This design comes from an exercise in tuning for small area, a short achievable clock period and few clock cycles on the open sky130 flow, not from production work. In this exercise RTL edits were held to simulation tests only and were not proved equivalent to the original. Power and IR drop assume default switching activity.

File: flow/config.mk
export PLATFORM = sky130hd
export DESIGN_NAME = tpu_tiled_core
export DESIGN_NICKNAME = tpu_tiled_core
export VERILOG_FILES = /design/flow/design.v
export SDC_FILE = /design/flow/constraint.sdc
export NUM_CORES = 4
export LEC_CHECK = 0
export CAP_MARGIN = 20
export CORE_MARGIN = 2
export CORE_UTILIZATION = 40
export SLEW_MARGIN = 20
File: flow/constraint.sdc
create_clock -name core_clock -period 10.0 [get_ports {clk}]
set_input_delay 2.0000 -clock core_clock [delete_from_list [all_inputs] [get_ports {clk}]]
set_output_delay 2.0000 -clock core_clock [all_outputs]
set_load 0.01 [all_outputs]
File: flow/design.v
package tpu_pkg;
  localparam int D_DEF      = 4;
  localparam int DATA_W_DEF = 8;
  localparam int ACC_W_DEF  = 8;
endpackage
module tpu_pe_acc (
  input  logic       clk,
  input  logic       clr,
  input  logic [7:0] a,
  input  logic [7:0] b,
  output logic [7:0] acc_o
);
  logic [7:0] acc_q;
  always_ff @(posedge clk) acc_q <= (clr ? 8'd0 : acc_q) + a * b;
  assign acc_o = acc_q;
endmodule
module tpu_tiled_core #(
  parameter int ARRAY_DIM = tpu_pkg::D_DEF,
  parameter int DATA_W    = tpu_pkg::DATA_W_DEF,
  parameter int ACC_W     = tpu_pkg::ACC_W_DEF,
  parameter int ADDR_W    = 8,
  parameter int DIM_W     = 4
) (
  input  logic                          clk,
  input  logic                          rst,
  input  logic                          start,
  input  logic [DIM_W-1:0]              m,
  input  logic [DIM_W-1:0]              n,
  input  logic [DIM_W-1:0]              k,
  output logic                          busy,
  output logic                          done,
  output logic [ADDR_W-1:0]             a_index,
  input  logic [ARRAY_DIM*DATA_W-1:0]   a_rdata,
  output logic [ADDR_W-1:0]             b_index,
  input  logic [ARRAY_DIM*DATA_W-1:0]   b_rdata,
  output logic                          o_wr_en,
  output logic [ADDR_W-1:0]             o_index,
  output logic [ARRAY_DIM*ACC_W-1:0]    o_wdata
);
  logic       busy_q, done_q, iss_q, first_q;
  logic [3:0] k_q, m_q, x_q, rows_q, ncol_q;
  logic [1:0] lane_q;
  logic [7:0] a_idx_q, b_idx_q, o_idx_q;
  logic       s1_first, s1_last, s1_final;
  logic [1:0] s1_lane;
  logic [2:0] s1_cm;
  logic       s2_first, s2_last, s2_final;
  logic [7:0] s2_a;
  logic [7:0] s2_b [4];
  logic       wr_q, fin_q;
  logic [7:0] acc [4];
  logic accept, row_end, last_row, last_tn;
  assign accept   = start && !busy_q;
  assign row_end  = (x_q == 4'd0);
  assign last_row = (rows_q == 4'd1);
  assign last_tn  = (ncol_q <= 4'd4);
  always_ff @(posedge clk or posedge rst) begin
    if (rst) begin
      busy_q   <= 1'b0;
      done_q   <= 1'b0;
      iss_q    <= 1'b0;
      s1_last  <= 1'b0;
      s1_final <= 1'b0;
      s2_last  <= 1'b0;
      s2_final <= 1'b0;
      wr_q     <= 1'b0;
      fin_q    <= 1'b0;
    end else begin
      s1_last  <= iss_q && row_end;
      s1_final <= iss_q && row_end && last_row && last_tn;
      s2_last  <= s1_last;
      s2_final <= s1_final;
      wr_q     <= s2_last;
      fin_q    <= s2_final;
      if (accept) begin
        if (m == 4'd0 || n == 4'd0 || k == 4'd0) begin
          busy_q <= 1'b0;
          done_q <= 1'b1;
        end else begin
          busy_q <= 1'b1;
          done_q <= 1'b0;
          iss_q  <= 1'b1;
        end
      end else begin
        if (iss_q && row_end && last_row && last_tn) iss_q <= 1'b0;
        if (fin_q) begin
          busy_q <= 1'b0;
          done_q <= 1'b1;
        end
      end
    end
  end
  always_ff @(posedge clk) begin
    if (accept) begin
      k_q     <= k;
      m_q     <= m;
      ncol_q  <= n;
      rows_q  <= m;
      x_q     <= k - 4'd1;
      lane_q  <= 2'd0;
      first_q <= 1'b1;
      a_idx_q <= 8'd0;
      b_idx_q <= 8'd0;
    end else if (iss_q) begin
      first_q <= row_end;
      if (!row_end) begin
        x_q     <= x_q - 4'd1;
        a_idx_q <= lane_q[0] ? a_idx_q - 8'd1 : a_idx_q + 8'd1;
        b_idx_q <= lane_q[0] ? b_idx_q - 8'd1 : b_idx_q + 8'd1;
      end else begin
        x_q <= k_q - 4'd1;
        if (last_row) begin
          ncol_q  <= ncol_q - 4'd4;
          rows_q  <= m_q;
          lane_q  <= 2'd0;
          a_idx_q <= 8'd0;
          b_idx_q <= lane_q[0] ? b_idx_q + {4'd0, k_q} : b_idx_q + 8'd1;
        end else begin
          rows_q <= rows_q - 4'd1;
          lane_q <= lane_q + 2'd1;
          if (lane_q == 2'd3) a_idx_q <= a_idx_q + {4'd0, k_q};
        end
      end
    end
  end
  always_ff @(posedge clk) begin
    if (accept) o_idx_q <= 8'd0;
    else if (wr_q) o_idx_q <= o_idx_q + 8'd1;
  end
  always_ff @(posedge clk) begin
    s1_first <= first_q;
    s1_lane  <= lane_q;
    s1_cm    <= {ncol_q > 4'd3, ncol_q > 4'd2, ncol_q > 4'd1};
    s2_first <= s1_first;
    case (s1_lane)
      2'd0: s2_a <= a_rdata[31:24];
      2'd1: s2_a <= a_rdata[23:16];
      2'd2: s2_a <= a_rdata[15:8];
      default: s2_a <= a_rdata[7:0];
    endcase
    s2_b[0] <= b_rdata[31:24];
    s2_b[1] <= s1_cm[0] ? b_rdata[23:16] : 8'd0;
    s2_b[2] <= s1_cm[1] ? b_rdata[15:8]  : 8'd0;
    s2_b[3] <= s1_cm[2] ? b_rdata[7:0]   : 8'd0;
  end
  for (genvar c = 0; c < 4; c++) begin : g_mac
    tpu_pe_acc u_mac (
      .clk   (clk),
      .clr   (s2_first),
      .a     (s2_a),
      .b     (s2_b[c]),
      .acc_o (acc[c])
    );
  end
  assign busy    = busy_q;
  assign done    = done_q;
  assign a_index = a_idx_q;
  assign b_index = b_idx_q;
  assign o_wr_en = wr_q;
  assign o_index = o_idx_q;
  assign o_wdata = {acc[0], acc[1], acc[2], acc[3]};
endmodule
File: flow/run.sh
#!/bin/bash
# synth_recipe.tcl (not shown) runs the flow's synth.tcl, then flattens the netlist and writes it again
# the make line also repeats each setting of config.mk as NAME=value (left out here)
make -C /OpenROAD-flow-scripts/flow DESIGN_CONFIG=/design/flow/config.mk WORK_HOME=/design/flow/orfs CLKGATE_MAP_FILE= SYNTH_SCRIPT=/design/flow/synth_recipe.tcl finish
==> impl_metrics.ini, run 1 <==
[yosys]
synth-seq-cells = 135
ys_types = 61
synth.avg_cell_area_um2 = 9.35
synth.cell_area_mm2 = 0.00974
post_synth_inst_count = 1042
synth_top_cell_by_area = dfxtp_1
post_synth_most_frequent_cells = 152 x inv_1, 137 x nand2_1, 106 x dfxtp_1
netlist.area_leader.share = 0.218
synth_most_common_cell = inv_1
synth_enable_flop_cells = 20
postSynth.asyncResetShare = 0.0667
ranking_of_synthesized_cells_by_area = dfxtp_1 22%, fa_1 15%, ha_1 12%, edfxtp_1 6.2%, xnor2_1 5.9%
synthesis.yosys.warnings = 5
mappedNetlistNets = 1287
synth_sequential_area_ratio = 0.303
yosys_most_used_dff = dfxtp_1

[die]
dieWidth_um = 160
initial_util = 0.404
design.portCount = 138
die_y_um = 160
row_count = 57
fp.dieArea_mm2 = 0.0256
fp.coreArea_mm2 = 0.0241

[sta]
worst-slew-pin-transition_ps = 971
period_share = 0.436
timing.setup.tns_ps = 0
setup_viol = 0
relSlewSlack = 0.352
rsz0062_at_grt = false
fin_worst_skew_ps = 11.8
timing_max_transition_violations_final = 0
hold_violations = 0
setup_ws_ps = 5640
maxClockFrequency_mhz = 230
fin_crit_ps = 4360

[clocking]
number_of_cts_inserted_buffers = 17
path_clk_slew_ps = 60
total_number_of_h_tree_levels = 4
cts.sink_count = 135
cts-root-buf = clkbuf_16
clockBufferDepth = 2
post_cts_buffers = 0
tritoncts_clock_tree = yes
clkLatencyLatePin_ps = 430
postCtsResizedCells = 0
ctsHoldBuffers = 0

[grt]
grt_start_max_net_pins = 33
global_route_wire_length_before_repair_um = 39100
grt_usage = 0.191
globalRouteOverflowTotal = 0
first_global_vias = 7771
antenna_found_initial = 0

[worst_hold_path]
timing.hold.worst_path_depth = 0
timing.hold.worst.start = s1_final
hold_path_class = flip-flop to flip-flop
whs_endpoint = s2_final

[worst_setup_path]
worstPathMaxFanout = 20
worstReg2RegStart = s2_a[3]
cp_data_arrival_time_ps = 4660
start_kind = flip-flop
ws_path_type = flip-flop to flip-flop
cp_data_required_time_ps = 10310
rrSetupSlack_ps = 5640
reg2regPathDepth = 14
worstSetupEndpointType = flip-flop
r2r-end = g_mac[1].u_mac.acc_q[7]

[route]
avgRoutedWirePerCell_um = 15.4
route.antenna.remaining_nets = 0
detail_route.vias_per_cell = 4.88
wl_met1_um = 10400
detailroute.wirelength.met2_um = 11100
met3_wirelength_um = 1190
routed_wl_um = 23100
post-route-drc-count = 0
highest-signal-layer = met4
detailedRoute.firstIterationViolations = 244
routed-via-count = 7346
detailedRoute.firstPassIterationCount = 4

[place]
detail_placement_hpwl_um = 17500
dp_cells = 1473
port_buffers = 137
placement.setup.worst_slack_ps = 5540
routabilityCongestion = 0.852

[finish]
layout_cells_sized_above_1 = 0.0449
area.sequential_mm2 = 0.00295
insertedDiodeCount = 0
nets = 1413
utilization = 0.497
layout_area_overhead_pct = 22.9
fillCellCount = 2340
finish.cell_count_without_fillers = 1505
multi_input_area_mm2 = 0.00605

[power_and_ir_drop]
power_density_mw_per_mm2 = 414
reg_power_frac = 0.212
switching_power_uw = 2160
switching_share = 0.436
power.static_leakage_uw = 0.00533
max-vdd-ir-drop_uv = 192
share_comb_of_total_power = 0.662
power.internal_uw = 2800
power_frac_clock = 0.126

[outcome]
result_of_the_run = timing/DRC/antenna clean

[flow_run]
maxCapViolCount = 0
-- cell usage in the layout (no fill, tap or decap), types with 13 or more instances in the layout --
cell and count:
inv_1 152, nand2_1 137, clkdlybuf4s50_1 137, dfxtp_1 106, ha_1 91, fa_1 75, xnor2_1 66, and2_1 65
a21oi_1 42, o21ai_0 34, nor2_1 32, xor2_1 24, nand2b_1 23, edfxtp_1 20, nor2b_1 17, clkbuf_16 17
a21o_1 13
-- worst max path at each step --
| stage | cells past startpoint | to | from | slack [ps] |
|---|---|---|---|---|
| after floorplan | 16 | g_mac[1].u_mac.acc_q[7] | s2_a[3] | 5950 |
| after global placement | 6 | x_q[2] | start | 5580 |
| after detailed placement | 7 | x_q[2] | start | 5540 |
| after CTS | 14 | g_mac[1].u_mac.acc_q[7] | s2_a[3] | 5610 |
| after global routing | 14 | g_mac[1].u_mac.acc_q[7] | s2_a[3] | 5430 |
| final | 14 | g_mac[1].u_mac.acc_q[7] | s2_a[3] | 5640 |
-- state kept, by name, indices dropped and copies added (netlist names), 2 cells and up --
name	count
k_q	4
s2_b	32
a_idx_q	8
o_idx_q	8
x_q	4
s1_lane	2
g_mac.u_mac.acc_q	32
rows_q	4
s1_cm	3
lane_q	2
m_q	4
s2_a	8
b_idx_q	8
ncol_q	4
-- power groups by stage --
stage               combinational [uW]  clock [uW]  sequential, uW
detailed placement                3330           0            1060
global placement                  3270           0            1060
CTS                               3360         636            1060
floorplan                         2550           0             976
global route                      3840         663            1080
finish                            3280         626            1050
-- layout make-up --
cell class,count,area share
clock inverters,13,0.0122
inverters,153,0.0480
well taps,324,0.0339
clock buffers,19,0.0362
flip-flops and latches,135,0.246
repair buffers,143,0.118
multi-input cells,718,0.505
-- per-layer routing --
metal	vias to the layer above	track usage
met2	176	0.324
met3	32	0.0418
met4	0	0.0581
li1	3598	-
met1	3540	0.245
met5	-	0
-- kinds of logic after synthesis --
family	count (synthesis)	synth area share
DFF	135	0.303
adders and majority gates	166	0.271
AOI/OAI and AO/OA	129	0.0822
and+or+nand+nor	324	0.167
xor gates and xnor gates	90	0.0809
buffers and inverters	189	0.0763
muxes	9	0.0195
-- critical path: stages (launching register included) --
cell	delay [ps]
dfxtp_1	870
nand2_1	170
fa_1	570
inv_1	50
fa_1	450
ha_1	280
inv_1	50
fa_1	520
inv_1	70
fa_1	460
a21o_1	180
a21oi_1	170
xnor2_1	150
xnor2_1	150
xnor2_1	90
-- stage by stage --
step	power (uW)	cell area, um^2	hold slack (ps)
floorplan	3530	9740	310
global placement	4330	11400	335
detailed placement	4390	11400	336
CTS	5050	12000	354
global route	5590	12000	366
finish	4960	12000	351
Testbench counts, summed over its fixed seeds: cycles 20,215.
==> run 2, diff against run 1 <==
--- a/flow/design.v
+++ b/flow/design.v
@@ -12,4 +12,100 @@
 );
-  logic [7:0] acc_q;
-  always_ff @(posedge clk) acc_q <= (clr ? 8'd0 : acc_q) + a * b;
+  logic [7:0] acc_q, r0, r1, s_q, c_q;
+  logic [7:0] pp [8];
+  always_comb begin
+    for (int i = 0; i < 8; i++)
+      for (int j = 0; j < 8; j++)
+        pp[i][j] = a[i] & b[j];
+  end
+  logic t1;
+  logic t2;
+  logic t3;
+  logic t4;
+  logic t5;
+  logic t6;
+  logic t7;
+  logic t8;
+  logic t9;
+  logic t10;
+  logic t11;
+  logic t12;
+  logic t13;
+  logic t14;
+  logic t15;
+  logic t16;
+  logic t17;
+  logic t18;
+  logic t19;
+  logic t20;
+  logic t21;
+  logic t22;
+  logic t23;
+  logic t24;
+  logic t25;
+  logic t26;
+  logic t27;
+  logic t28;
+  logic t29;
+  logic t30;
+  logic t31;
+  logic t32;
+  logic t33;
+  logic t34;
+  logic t35;
+  logic t36;
+  logic t37;
+  logic t38;
+  logic t39;
+  logic t40;
+  logic t41;
+  logic t42;
+  assign t1 = pp[0][6] ^ pp[1][5];
+  assign t2 = pp[0][6] & pp[1][5];
+  assign t3 = pp[0][7] ^ pp[1][6] ^ pp[2][5];
+  assign t4 = (pp[0][7] & pp[1][6]) | (pp[0][7] & pp[2][5]) | (pp[1][6] & pp[2][5]);
+  assign t5 = pp[3][4] ^ pp[4][3];
+  assign t6 = pp[3][4] & pp[4][3];
+  assign t7 = pp[0][4] ^ pp[1][3];
+  assign t8 = pp[0][4] & pp[1][3];
+  assign t9 = pp[0][5] ^ pp[1][4] ^ pp[2][3];
+  assign t10 = (pp[0][5] & pp[1][4]) | (pp[0][5] & pp[2][3]) | (pp[1][4] & pp[2][3]);
+  assign t11 = pp[3][2] ^ pp[4][1];
+  assign t12 = pp[3][2] & pp[4][1];
+  assign t13 = t1 ^ pp[2][4] ^ pp[3][3];
+  assign t14 = (t1 & pp[2][4]) | (t1 & pp[3][3]) | (pp[2][4] & pp[3][3]);
+  assign t15 = pp[4][2] ^ pp[5][1] ^ pp[6][0];
+  assign t16 = (pp[4][2] & pp[5][1]) | (pp[4][2] & pp[6][0]) | (pp[5][1] & pp[6][0]);
+  assign t17 = t3 ^ t5 ^ pp[5][2];
+  assign t18 = (t3 & t5) | (t3 & pp[5][2]) | (t5 & pp[5][2]);
+  assign t19 = pp[6][1] ^ pp[7][0] ^ t2;
+  assign t20 = (pp[6][1] & pp[7][0]) | (pp[6][1] & t2) | (pp[7][0] & t2);
+  assign t21 = pp[0][3] ^ pp[1][2];
+  assign t22 = pp[0][3] & pp[1][2];
+  assign t23 = t7 ^ pp[2][2] ^ pp[3][1];
+  assign t24 = (t7 & pp[2][2]) | (t7 & pp[3][1]) | (pp[2][2] & pp[3][1]);
+  assign t25 = t9 ^ t11 ^ pp[5][0];
+  assign t26 = (t9 & t11) | (t9 & pp[5][0]) | (t11 & pp[5][0]);
+  assign t27 = t13 ^ t15 ^ t10;
+  assign t28 = (t13 & t15) | (t13 & t10) | (t15 & t10);
+  assign t29 = t17 ^ t19 ^ t14;
+  assign t30 = (t17 & t19) | (t17 & t14) | (t19 & t14);
+  assign t31 = pp[0][2] ^ pp[1][1];
+  assign t32 = pp[0][2] & pp[1][1];
+  assign t33 = t21 ^ pp[2][1] ^ pp[3][0];
+  assign t34 = (t21 & pp[2][1]) | (t21 & pp[3][0]) | (pp[2][1] & pp[3][0]);
+  assign t35 = t23 ^ pp[4][0] ^ t22;
+  assign t36 = (t23 & pp[4][0]) | (t23 & t22) | (pp[4][0] & t22);
+  assign t37 = t25 ^ t8 ^ t24;
+  assign t38 = (t25 & t8) | (t25 & t24) | (t8 & t24);
+  assign t39 = t27 ^ t12 ^ t26;
+  assign t40 = (t27 & t12) | (t27 & t26) | (t12 & t26);
+  assign t41 = t29 ^ t16 ^ t28;
+  assign t42 = (t29 & t16) | (t29 & t28) | (t16 & t28);
+  assign r0 = {t41, t39, t37, t35, t33, t31, pp[0][1], pp[0][0]};
+  assign r1 = {t40, t38, t36, t34, t32, pp[2][0], pp[1][0], 1'b0};
+  always_ff @(posedge clk) begin
+    s_q   <= r0;
+    c_q   <= r1;
+    acc_q <= (clr ? 8'd0 : acc_q) + s_q + c_q;
+  end
   assign acc_o = acc_q;
@@ -49,5 +145,6 @@
   logic [7:0] s2_b [4];
+  logic       s3_first, s3_last, s3_final;
   logic       wr_q, fin_q;
   logic [7:0] acc [4];
-  logic accept, row_end, last_row, last_tn;
+  logic accept, row_end, last_row, last_tn, final_rd;
   assign accept   = start && !busy_q;
@@ -56,2 +153,3 @@
   assign last_tn  = (ncol_q <= 4'd4);
+  assign final_rd = iss_q && row_end && last_row && last_tn;
   always_ff @(posedge clk or posedge rst) begin
@@ -65,2 +163,4 @@
       s2_final <= 1'b0;
+      s3_last  <= 1'b0;
+      s3_final <= 1'b0;
       wr_q     <= 1'b0;
@@ -69,7 +169,9 @@
       s1_last  <= iss_q && row_end;
-      s1_final <= iss_q && row_end && last_row && last_tn;
+      s1_final <= final_rd;
       s2_last  <= s1_last;
       s2_final <= s1_final;
-      wr_q     <= s2_last;
-      fin_q    <= s2_final;
+      s3_last  <= s2_last;
+      s3_final <= s2_final;
+      wr_q     <= s3_last;
+      fin_q    <= s3_final;
       if (accept) begin
@@ -84,3 +186,3 @@
       end else begin
-        if (iss_q && row_end && last_row && last_tn) iss_q <= 1'b0;
+        if (final_rd) iss_q <= 1'b0;
         if (fin_q) begin
@@ -93,3 +195,3 @@
   always_ff @(posedge clk) begin
-    if (accept) begin
+    if (!busy_q) begin
       k_q     <= k;
@@ -126,3 +228,3 @@
   always_ff @(posedge clk) begin
-    if (accept) o_idx_q <= 8'd0;
+    if (!busy_q) o_idx_q <= 8'd0;
     else if (wr_q) o_idx_q <= o_idx_q + 8'd1;
@@ -134,2 +236,3 @@
     s2_first <= s1_first;
+    s3_first <= s2_first;
     case (s1_lane)
@@ -148,3 +251,3 @@
       .clk   (clk),
-      .clr   (s2_first),
+      .clr   (s3_first),
       .a     (s2_a),
==> run 2 against run 1 <==
Against the previous run: still clean on timing, DRC and antenna; utilization shrank 0.67 points; via count grew 2.6%; register-to-register slack improved by 1500 ps; combinational power is 27% lower; wire length up 1.3%; critical path type is now flip-flop to output pin; critical endpoint is now b_index[5]; highest routed layer unchanged.
==> impl_metrics.ini, run 2 <==
[finish]
fillCellCount = 2474
most-common-layout-cells = 166 x dfxtp_1, 137 x clkdlybuf4s50_1, 114 x inv_1
reg_top3 = g_mac.u_mac.acc_q: 32 flops, g_mac.u_mac.s_q: 32 flops, s2_b: 32 flops
finish.cell_count_without_fillers = 1564
layout_commonest_cell = dfxtp_1
nets = 1427
layout_area_overhead_pct = 20.7
layout_cells_sized_above_1 = 0.0500
fin_area_mm2 = 0.0131

[die]
fp.coreArea_mm2 = 0.0268
design.portCount = 138
die_y_um = 169
fp.dieArea_mm2 = 0.0285
dieWidth_um = 169
row_count = 60
initial_util = 0.406

[clocking]
clkLatencyLatePin_ps = 440
total_number_of_h_tree_levels = 4
tritoncts_clock_tree = yes
clockBufferDepth = 2
postCtsResizedCells = 0
ctsHoldBuffers = 0
cts.sink_count = 198
post_cts_buffers = 0
number_of_cts_inserted_buffers = 17
path_clk_slew_ps = 80
cts-root-buf = clkbuf_16

[sta]
relSlewSlack = 0.402
fin_crit_ps = 3660
period_share = 0.366
timing_max_transition_violations_final = 0
hold_violations = 0
worst-slew-pin-transition_ps = 895
maxClockFrequency_mhz = 274
timing.hold.ws_ps = 328
rsz0062_at_grt = false
setup_viol = 0
fin_worst_skew_ps = 13.9
timing.setup.tns_ps = 0

[yosys]
synth-seq-cells = 198
synth_top_cell_by_area = dfxtp_1
synthesis.yosys.warnings = 6
synth.avg_cell_area_um2 = 10.1
post_synth_most_frequent_cells = 167 x dfxtp_1, 114 x inv_1, 106 x nand2_1
ys_types = 61
synth_sequential_area_ratio = 0.388
yosys_most_used_dff = dfxtp_1
postSynth.asyncResetShare = 0.0556
synth_most_common_cell = dfxtp_1
synth.cell_area_mm2 = 0.0109
mappedNetlistNets = 1299
post_synth_inst_count = 1078
synth_enable_flop_cells = 20
netlist.area_leader.share = 0.307
ranking_of_synthesized_cells_by_area = dfxtp_1 31%, fa_1 13%, ha_1 8.2%, and2_1 5.5%, edfxtp_1 5.5%

[route]
post-route-drc-count = 0
route.antenna.remaining_nets = 0
avgRoutedWirePerCell_um = 15.0
detail_route.vias_per_cell = 4.82
detailroute.wirelength.met2_um = 11400
met3_wirelength_um = 1090
routed-via-count = 7538
wl_met1_um = 10400
detailedRoute.firstIterationViolations = 319
highest-signal-layer = met4
detailedRoute.firstPassIterationCount = 4
routed_wl_um = 23400

[power_and_ir_drop]
switching_share = 0.396
reg_power_frac = 0.310
power_density_mw_per_mm2 = 339
switching_power_uw = 1770
power.static_leakage_uw = 0.00561
max-vdd-ir-drop_uv = 146
fin_total_pwr_uw = 4450
power.internal_uw = 2690
share_comb_of_total_power = 0.539
power_frac_clock = 0.151

[outcome]
result_of_the_run = timing/DRC/antenna clean

[worst_setup_path]
start_kind = flip-flop
r2r-end = g_mac[1].u_mac.s_q[6]
rrSetupSlack_ps = 7110
delay_contributed_by_the_slowest_stage_of_the_critical_path_ps = 620
path_cells = clkdlybuf4s50_1
critical_path.startpoint = b_idx_q[5]
worstPathMaxFanout = 12
ws_path_type = flip-flop to output pin
cp_data_required_time_ps = 8000
worstReg2RegStart = s2_a[0]
critical_path.endpoint = b_index[5]
crit_path_top_delay_cell = clkdlybuf4s50_1
cp_top_family = buffers and inverters
cp_num_buf_inv = 1
worstSetupEndpointType = output pin
path_depth = 1
cp_data_arrival_time_ps = 1660
reg2regPathDepth = 8

[flow_run]
maxCapViolCount = 0

[place]
port_buffers = 137
dp_cells = 1528
detail_placement_hpwl_um = 17600
routabilityCongestion = 0.837
dpl-instance-area_mm2 = 0.0126

[grt]
antenna_found_initial = 3
first_global_vias = 7617
globalRouteOverflowTotal = 0
global_route_wire_length_before_repair_um = 38600
grt_start_max_net_pins = 33
grt_usage = 0.173

[worst_hold_path]
hold_path_class = flip-flop to flip-flop
## run 2: area by class of cell
| type | instances | area (um^2) | share of cell area |
|---|---|---|---|
| Tap cell | 341 | 427 | 0.0325 |
| Antenna cell | 4 | 10.0 | 0.000762 |
| Timing Repair Buffer | 143 | 1420 | 0.108 |
| Inverter | 115 | 432 | 0.0329 |
| Multi-Input combinational cell | 731 | 6060 | 0.462 |
| Clock buffer | 18 | 429 | 0.0327 |
| Sequential cell | 198 | 4220 | 0.321 |
| Clock inverter | 14 | 138 | 0.0105 |
## run 2: worst min path at each step
stage               slack, ps        to     start  cells past startpoint
floorplan                 310  s2_first  s1_first                      0
global placement          310  s2_first  s1_first                      0
detailed placement        310  s2_first  s1_first                      0
CTS                       330  s3_first  s2_first                      0
global route              330  s3_first  s2_first                      0
finish                    330  s3_first  s2_first                      0
## run 2: stage by stage
step	utilization	setup WS (ps)
final	0.490	6340
after global routing	0.490	6260
after CTS	0.490	6340
after global placement	0.468	6620
after floorplan	-	7080
after detailed placement	0.468	6570
## run 2: power groups by stage
| stage | registers, uW | clock network, uW | logic, uW |
|---|---|---|---|
| after floorplan | 1330 | 0 | 1820 |
| after detailed placement | 1400 | 0 | 2430 |
| after CTS | 1390 | 691 | 2440 |
| final | 1380 | 673 | 2400 |
| after global placement | 1400 | 0 | 2370 |
| after global routing | 1420 | 724 | 2770 |
## run 2: per-layer routing
layer  track usage  vias up
li1              -     3758
met1         0.220     3599
met2         0.292      146
met3        0.0358       35
met4        0.0607        0
met5             0        -
## run 2: cell families after synthesis
family                     Yosys count  share of synthesized area
and+or+nand+nor                    337                      0.164
adders and majority gates          142                      0.212
xor gates and xnor gates            93                     0.0749
AOI/OAI and AO/OA                  144                     0.0828
muxes                               15                     0.0236
DFF                                198                      0.388
buffers and inverters              149                     0.0552
Testbench counts of run 2, summed over its fixed seeds: cycles 20,343.

## afterwards: timing with drivers on the ports
The flow's constraints put no driver on any port. The routed layouts listed below were extracted and timed again, unchanged, in two steps.
Step 1, drivers: a clkbuf_16 drives clk and a buf_2 each remaining input, both assumed.
Step 2 also shifts input and output timing later by t, the mid clock arrival at the registers, as if the neighbouring blocks saw the same clock.
Slacks: ideal / step 1 / step 2; pairs: ideal / step 1.
run | shift t [ns] | setup WS [ns] | worst setup path after step 2 | latest minus earliest clock arrival (ns) | worst register clock-pin slew, ns
run 1 | 0.465 | 5.644 / 5.644 / 5.525 | input to register | 0.012 / 0.013 | 0.06 / 0.06
run 2 | 0.480 | 6.344 / 6.296 / 6.577 | input to register | 0.015 / 0.015 | 0.08 / 0.08
After both steps setup and hold are still met in every run listed. The setup slack of run 1, which loses most, moves by 0.000 ns with the drivers and by -0.119 ns with both steps.
